This design comes from an exercise in tuning for small area, a short achievable clock period and few clock cycles per item on the open sky130 flow, not from production work. Only simulation tests tie the RTL to the original design; equivalence was not proved. Power and IR drop assume default switching activity.

## layer_slot_allocator
module layer_slot_allocator #(
   parameter int SLOTS = lsa_pkg::SLOTS_DEF,
   parameter int POOLS = lsa_pkg::POOLS_DEF
) (
   input  logic             clock,
   input  logic             reset,
   input  logic             req_valid,
   output logic             req_stall,
   input  logic [7:0]       req_data,
   output logic             rsp_valid,
   input  logic             rsp_stall,
   output logic [15:0]      rsp_data
);
Size: ~2900 cells after synthesis, about 30 I/O pins, about 41000 sq um of cells after synthesis.
export LEC_CHECK = 0
export CAP_MARGIN = 20
export CORE_MARGIN = 2
export CORE_UTILIZATION = 60
export CTS_BUF_LIST = sky130_fd_sc_hd__clkbuf_16
export CTS_CLUSTER_DIAMETER = 90
export CTS_CLUSTER_SIZE = 28
export SETUP_SLACK_MARGIN = 2.9
export SLEW_MARGIN = 20
create_clock -name core_clock -period 5.0 [get_ports {clock}]
run.sh (not shown) runs the stock make flow with config.mk's settings and CLKGATE_MAP_FILE= SYNTH_SCRIPT=/design/flow/synth_recipe.tcl, a recipe that flattens the netlist after the stock synthesis.
Testbench counts at the start, summed over its fixed seeds: cycles 32,032, items 32,000.
Rerun with:
--- a/flow/design.v
+++ b/flow/design.v
@@ -148,21 +148,20 @@
    logic [7:0] ra_ff;
    logic [7:0] mba_ff;
    logic       vd_ff;
    logic [7:0] rd_ff;
    logic       md_ff;
    logic       eq_rel_ff;
    logic       eq_hd_ff;
-   logic       fw_pop_ff;       
-   logic       fw_first_ff;     
    logic       cw_v_ff;
    logic       cw_pool_ff;
    logic       cw_push_ff;
    logic [5:0] cw_slot_ff;
    logic [6:0] cw_pos_ff;
+   logic       cw_first_ff;
    logic       cw2_v_ff;
    logic       cw2_pool_ff;
    logic       cw2_push_ff;
    logic [5:0] cw2_slot_ff;
    logic [1:0] cw_pop_p_ff;
    logic [1:0] cw_push_p_ff;
    logic [1:0][6:0] fill_ff;     
@@ -239,17 +238,17 @@
    logic [15:0] d_res;
    logic       commit;
    assign d_act  = rd_ff[7];
    assign d_pool = rd_ff[6];
    assign d_slot = rd_ff[5:0];
    assign d_mark = eq_rel_ff ? 1'b1 : eq_hd_ff ? 1'b0 : md_ff;
    always_comb begin
-      if (fw_pop_ff) begin
+      if (cw_v_ff && (cw_pool_ff == d_pool) && !cw_push_ff) begin
          d_head = head_nx[d_pool];
-      end else if (fw_first_ff) begin
+      end else if (cw_v_ff && (cw_pool_ff == d_pool) && cw_push_ff && cw_first_ff) begin
          d_head = cw_slot_ff;
       end else begin
          d_head = head[d_pool];
       end
    end
    assign d_hw    = hw_ff[d_pool];
    assign d_hw1   = d_hw + 7'd1;
@@ -279,19 +278,16 @@
    logic eq_h1;
    logic eq_hc;
    assign eq_h0    = (a1_slot == head[a1_pool]);
    assign eq_h1    = (a1_slot == head_nx[a1_pool]);
    assign eq_hc    = (a1_slot == cw_slot_ff);
    assign eq_rel_c = commit && d_rel && (a1_pool == d_pool) && (a1_slot == d_slot);
    assign eq_hd_c  = commit && d_reuse && (a1_pool == d_pool) &&
-                     (fw_pop_ff ? eq_h1 : fw_first_ff ? eq_hc : eq_h0);
-   logic fw_pop_c;
-   logic fw_first_c;
-   assign fw_pop_c   = commit && d_reuse && (a1_pool == d_pool);
-   assign fw_first_c = commit && d_rel && empty_ff[d_pool] && (a1_pool == d_pool);
+                     ((cw_v_ff && (cw_pool_ff == d_pool) && !cw_push_ff) ? eq_h1 :
+                      (cw_v_ff && (cw_pool_ff == d_pool) && cw_push_ff && cw_first_ff) ? eq_hc : eq_h0);
    logic hand;
    logic q0_free;
    logic q0v_n;
    logic q1v_n;
    assign hand    = q0v_ff && !rsp_stall;
    assign q0_free = !q0v_ff || hand;
    assign q0v_n   = q0_free ? (q1v_ff || commit) : 1'b1;
@@ -340,31 +336,28 @@
          r1_ff     <= req_data;
          ra_ff     <= r1_ff;
          mba_ff    <= part_c;
          rd_ff     <= ra_ff;
          md_ff     <= a1_mark;
          eq_rel_ff <= eq_rel_c;
          eq_hd_ff  <= eq_hd_c;
-         fw_pop_ff   <= fw_pop_c;
-         fw_first_ff <= fw_first_c;
       end else begin
          eq_rel_ff <= 1'b0;
          eq_hd_ff  <= 1'b0;
-         fw_pop_ff   <= 1'b0;
-         fw_first_ff <= 1'b0;
          mba_ff    <= {8{a1_mark}};
          md_ff     <= d_mark;
       end
       cw2_pool_ff <= cw_pool_ff;
       cw2_push_ff <= cw_push_ff;
       cw2_slot_ff <= cw_slot_ff;
       cw_pool_ff <= d_pool;
       cw_push_ff <= d_act;
       cw_slot_ff <= d_act ? d_slot : d_head;
       cw_pos_ff  <= d_fill;
+      cw_first_ff <= empty_ff[d_pool];
    end
    for (genvar p = 0; p < 2; p++) begin : g_pool
       logic sel;
       logic pop_p;
       logic push_p;
       logic fresh_p;
       assign sel     = commit && (d_pool == p);
Effect: The new run finished with timing, DRC and antenna clean; design area increases slightly; total power hardly moves; maximum frequency decreases by a little under a tenth; cell count decreases slightly; utilization increases by 1.2 points; wire length increases slightly; global-route usage increases by 0.77 points; setup slack gets worse by 0.17 ns.
Testbench counts after the change, summed over its fixed seeds: cycles 32,032, items 32,000.

## re-timing with driven ports
The results above use ideal ports. As a check the final layouts listed here were re-extracted and re-timed, cells and wires unchanged. Step 1: set_driving_cell puts a clkbuf_16 on clock and a buf_2 on each other input, an assumption about the parent block. Step 2 times the ports against the registers' clock, not the clock port: input delays grow and output delays shrink by t, the midpoint of the rising clock arrivals with the driver on. Three values: ideal, step 1, step 2; two values: the first two.
run	shift t [ns]	slack for setup (ns)	worst setup path after step 2	latest minus earliest clock arrival (ns)	worst slew at a driven data input, ns
the first run	0.679	2.830 / 2.764 / 2.484	input to register	0.050 / 0.050	0.08
the second run	0.690	2.660 / 2.591 / 2.588	input to register	0.026 / 0.026	0.15
After both steps setup and hold are still met in every run listed. For the first run, which loses most, drivers alone change the setup slack by -0.066 ns; drivers and shift together by -0.346 ns.
